What follows belongs to an exercise in optimizing a design on an open flow for a short achievable clock period and few clock cycles per item; a production flow would make more cautious choices.
The RTL was checked by simulation tests, not by an equivalence proof against the original design.

violet:
// rv_core
module rv_core #(
  parameter rv_isa_pkg::word_t RESET_PC = 32'h0000_0100
) (
  input  logic              clk,
  input  logic              rst,
  output rv_isa_pkg::word_t imem_addr,
  input  rv_isa_pkg::word_t imem_data,
  output rv_isa_pkg::word_t dmem_addr,
  output rv_isa_pkg::word_t dmem_wdata,
  output logic              dmem_we,
  input  rv_isa_pkg::word_t dmem_rdata,
  output logic              halt,
  output rv_isa_pkg::word_t trace_pc,
  output rv_isa_pkg::word_t trace_inst
);
  localparam logic [6:0] OP_LOAD   = 7'b0000011;
  localparam logic [6:0] OP_STORE  = 7'b0100011;
  localparam logic [6:0] OP_BRANCH = 7'b1100011;
  localparam logic [6:0] OP_JALR   = 7'b1100111;
  localparam logic [6:0] OP_JAL    = 7'b1101111;
  localparam logic [6:0] OP_IMM    = 7'b0010011;
  localparam logic [6:0] OP_REG    = 7'b0110011;
  localparam logic [6:0] OP_AUIPC  = 7'b0010111;
  localparam logic [6:0] OP_LUI    = 7'b0110111;
  localparam int R_ADD = 0;
  localparam int R_SUB = 1;
  localparam int R_AND = 2;
  localparam int R_OR  = 3;
  localparam int R_XOR = 4;
  localparam int R_SLL = 5;
  localparam int R_SRL = 6;
  localparam int R_SLT = 7;
  ...
Settings: LEC_CHECK=0, ABC_CLOCK_PERIOD_IN_PS=3000, CAP_MARGIN=20, CORE_MARGIN=2, CORE_UTILIZATION=40, SETUP_SLACK_MARGIN=5, SLEW_MARGIN=20; clock period 8.0 ns.
standard.sh (not shown) runs the stock make flow with config.mk's settings and CLKGATE_MAP_FILE= SYNTH_SCRIPT=/design/flow/synth_recipe.tcl, a recipe that flattens the netlist after the stock synthesis.
==> flow/flow/run.sh <==
#!/bin/bash
# The standard layout, except that synthesis and repair may not use the
# slow four-input OR/NOR-type cells (and similar wide stacked gates).
# Each step's full output is kept in a log file in this folder.
set -euo pipefail
HERE=$(pwd)
cat > "$HERE/flow_config.mk" <<EOC
include $HERE/config.mk
export DONT_USE_CELLS += sky130_fd_sc_hd__or4_1 sky130_fd_sc_hd__or4_2 sky130_fd_sc_hd__or4_4 sky130_fd_sc_hd__nor4_1 sky130_fd_sc_hd__nor4_2 sky130_fd_sc_hd__nor4_4 sky130_fd_sc_hd__or4b_1 sky130_fd_sc_hd__or4b_2 sky130_fd_sc_hd__or4b_4 sky130_fd_sc_hd__or4bb_1 sky130_fd_sc_hd__or4bb_2 sky130_fd_sc_hd__or4bb_4 sky130_fd_sc_hd__nor4b_1 sky130_fd_sc_hd__nor4b_2 sky130_fd_sc_hd__nor4b_4 sky130_fd_sc_hd__nor4bb_1 sky130_fd_sc_hd__nor4bb_2 sky130_fd_sc_hd__nor4bb_4 sky130_fd_sc_hd__a2111oi_0 sky130_fd_sc_hd__a2111oi_1 sky130_fd_sc_hd__a2111oi_2 sky130_fd_sc_hd__a2111oi_4 sky130_fd_sc_hd__o2111ai_1 sky130_fd_sc_hd__o2111ai_2 sky130_fd_sc_hd__o2111ai_4 sky130_fd_sc_hd__o41ai_1 sky130_fd_sc_hd__o41a_1 sky130_fd_sc_hd__a2111o_1 sky130_fd_sc_hd__o2111a_1 sky130_fd_sc_hd__a41oi_1 sky130_fd_sc_hd__o41ai_2 sky130_fd_sc_hd__o41ai_4 sky130_fd_sc_hd__a41oi_2 sky130_fd_sc_hd__a41oi_4
EOC
bash standard.sh DESIGN_CONFIG="$HERE/flow_config.mk" synth > synth.log 2>&1
bash standard.sh DESIGN_CONFIG="$HERE/flow_config.mk" finish > layout.log 2>&1
Testbench counts of violet, summed over its fixed seeds: cycles 161,846, instrs 157,230.
The following lists how tundra was set up differently from violet:
--- a/flow/design.v
+++ b/flow/design.v
@@ -480,15 +480,17 @@
                     f_inst[31:20] == 12'd0;
   assign f_ptgt   = f_lv_hit ? {lv_val[f_rs1[2:0]], 1'b0} : {jt_tgt[f_jidx], 1'b0};
   logic f_lp_ok;
   logic d_addi;
   logic d_lp_zero;
   logic [31:0] d_lp_k;
+  logic [31:0] d_lp_imm;
   assign d_addi    = d_v && d_faddi && !d_fwd1;
-  assign d_lp_k    = d_op1 ^ d_imm;
-  assign d_lp_zero = !d_lp_k[0] && (d_lp_k[31:1] == (d_op1[30:0] | d_imm[30:0]));
+  assign d_lp_imm  = {{20{d_inst[31]}}, d_inst[31:20]};
+  assign d_lp_k    = d_op1 ^ d_lp_imm;
+  assign d_lp_zero = !d_lp_k[0] && (d_lp_k[31:1] == (d_op1[30:0] | d_lp_imm[30:0]));
   assign f_lp_ok   = d_addi && f_inst[24:20] == 5'd0 && f_inst[14:13] == 2'b00 &&
                      f_inst[19:15] == d_rd;
   logic [31:0] f_imm;
   logic [31:0] f_sum;
   logic [31:0] f_pc4;
   always_comb begin
@@ -796,18 +798,39 @@
   logic        x_flb;
   logic        x_flsd;
   logic [31:0] x_alt;
   logic [31:0] x_target;
   logic [31:0] x_pc4;
   logic [R_W-1:0] x_rsel;
+  logic [8:0]  x_ssel;
+  logic [8:0]  d_ssel;
   logic        x_sra;
   logic        x_sub;
   logic [2:0]  x_bsel;
   logic        x_binv;
   logic        d_sub;
   assign d_sub = d_op == OP_REG && d_f3 == 3'b000 && d_f7[5];
+  always_comb begin
+    logic nfa, nfla, nfb, nflb;
+    nfa  = d_fwd1 && d_use1 && !x_load;
+    nfla = d_fwd1 && d_use1 && x_load;
+    nfb  = d_fwd2 && !d_use_imm && !x_load;
+    nflb = d_fwd2 && !d_use_imm && x_load;
+    d_ssel = '0;
+    if (d_rsel[R_ADD] || d_rsel[R_SUB]) begin
+      case ({nfa, nfla, nfb, nflb})
+        4'b1000: d_ssel[1] = 1'b1;
+        4'b0010: d_ssel[d_sub ? 3 : 2] = 1'b1;
+        4'b1010: d_ssel[4] = !d_sub;
+        4'b0100: d_ssel[5] = 1'b1;
+        4'b0001: d_ssel[d_sub ? 7 : 6] = 1'b1;
+        4'b0101: d_ssel[8] = !d_sub;
+        default: d_ssel[0] = 1'b1;
+      endcase
+    end
+  end
   always_ff @(posedge clk) begin
     if (rst) x_squash <= 1'b0;
     else     x_squash <= x_redirect;
   end
   always_ff @(posedge clk) begin
     if (rst) r_q <= 1'b0;
@@ -855,12 +878,13 @@
     x_flb    <= d_fwd2 && !d_use_imm && x_load;
     x_flsd   <= d_fwd2 && x_load;
     x_alt    <= d_alt;
     x_target <= d_target;
     x_pc4    <= d_pc4;
     x_rsel   <= d_rsel;
+    x_ssel   <= d_ssel;
     x_sra    <= d_f7[5];
     x_sub    <= d_sub;
     x_bsel   <= {d_f3[2] & d_f3[1], d_f3[2] & !d_f3[1], !d_f3[2]};
     x_binv   <= d_f3[0] ^ d_pred;
   end
   logic [31:0] a;
@@ -921,13 +945,17 @@
     endcase
   end
   assign shl = a << b[4:0];
   assign shr = $signed({x_sra & a[31], a}) >>> b[4:0];
   always_comb begin
     x_result = '0;
-    if (x_rsel[R_ADD] || x_rsel[R_SUB]) x_result = x_result | sum;
+    x_result = ({32{x_ssel[0]}} & sum00) | ({32{x_ssel[1]}} & sum10) |
+               ({32{x_ssel[2]}} & sum01) | ({32{x_ssel[3]}} & dif01) |
+               ({32{x_ssel[4]}} & sum11) | ({32{x_ssel[5]}} & sumL0) |
+               ({32{x_ssel[6]}} & sum0L) | ({32{x_ssel[7]}} & dif0L) |
+               ({32{x_ssel[8]}} & sumLL);
     if (x_rsel[R_AND])  x_result = x_result | (a & b);
     if (x_rsel[R_OR])   x_result = x_result | (a | b);
     if (x_rsel[R_XOR])  x_result = x_result | (a ^ b);
     if (x_rsel[R_SLL])  x_result = x_result | shl;
     if (x_rsel[R_SRL])  x_result = x_result | shr;
     if (x_rsel[R_SLT])  x_result = x_result | {31'd0, lt};
tundra finished all stages; the layout is clean.
Compared with violet, tundra shows routed wire length on met2 that has gone up by more than 10%.
Against violet, tundra reports a number of nets in the layout that is higher.
tundra -> violet: register cell area after layout flat
Summary of tundra over violet: total area of multi-input combinational cells +4100 µm²; routed via count went up 9321; number of placed cells counting well taps now sits higher; wire length reported by the detailed router up 96000 µm.
Summary: with violet as the reference, non-filler instance count after layout in tundra moved up by a few percent.
Compared to violet, tundra has non-clock buffer count 9.3% higher.
Compared with violet, tundra shows a higher post-route cell area.
Largest net degree at the start of global routing in tundra is 2 above violet.
violet has higher multiplexer share of the synthesized area than tundra.
Cell count after synthesis, violet and tundra, lower one = violet.
Testbench counts of tundra, summed over its fixed seeds: cycles 161,846, instrs 157,230.

-- static timing again, ports no longer ideal --
The flow's constraints put no driver on any port. The routed layouts listed below were extracted and timed again, unchanged, in two steps.
Step 1 sets driving cells, clkbuf_16 on the clock port and buf_2 on the other inputs (assumed; they add their load-dependent delay and slew).
Step 2, shift: input delay + t, output delay - t, t = (earliest + latest rising clock arrival at the registers) / 2. This alone moves slack from input paths to output paths.
Three values: ideal ports, drivers, drivers and shift; two values: the first two.
| run | t, ns | slack for setup (ns) | worst setup path at the end | worst slew at a driven data input, ns |
|---|---|---|---|---|
| violet | 1.040 | 3.552 / 3.552 / 2.803 | input to register | 0.38 |
| tundra | 1.047 | 3.764 / 3.764 / 2.811 | input to register | 0.71 |
After both steps setup and hold are still met in every run listed. For tundra, which loses most, drivers alone change the setup slack by 0.000 ns; drivers and shift together by -0.953 ns.
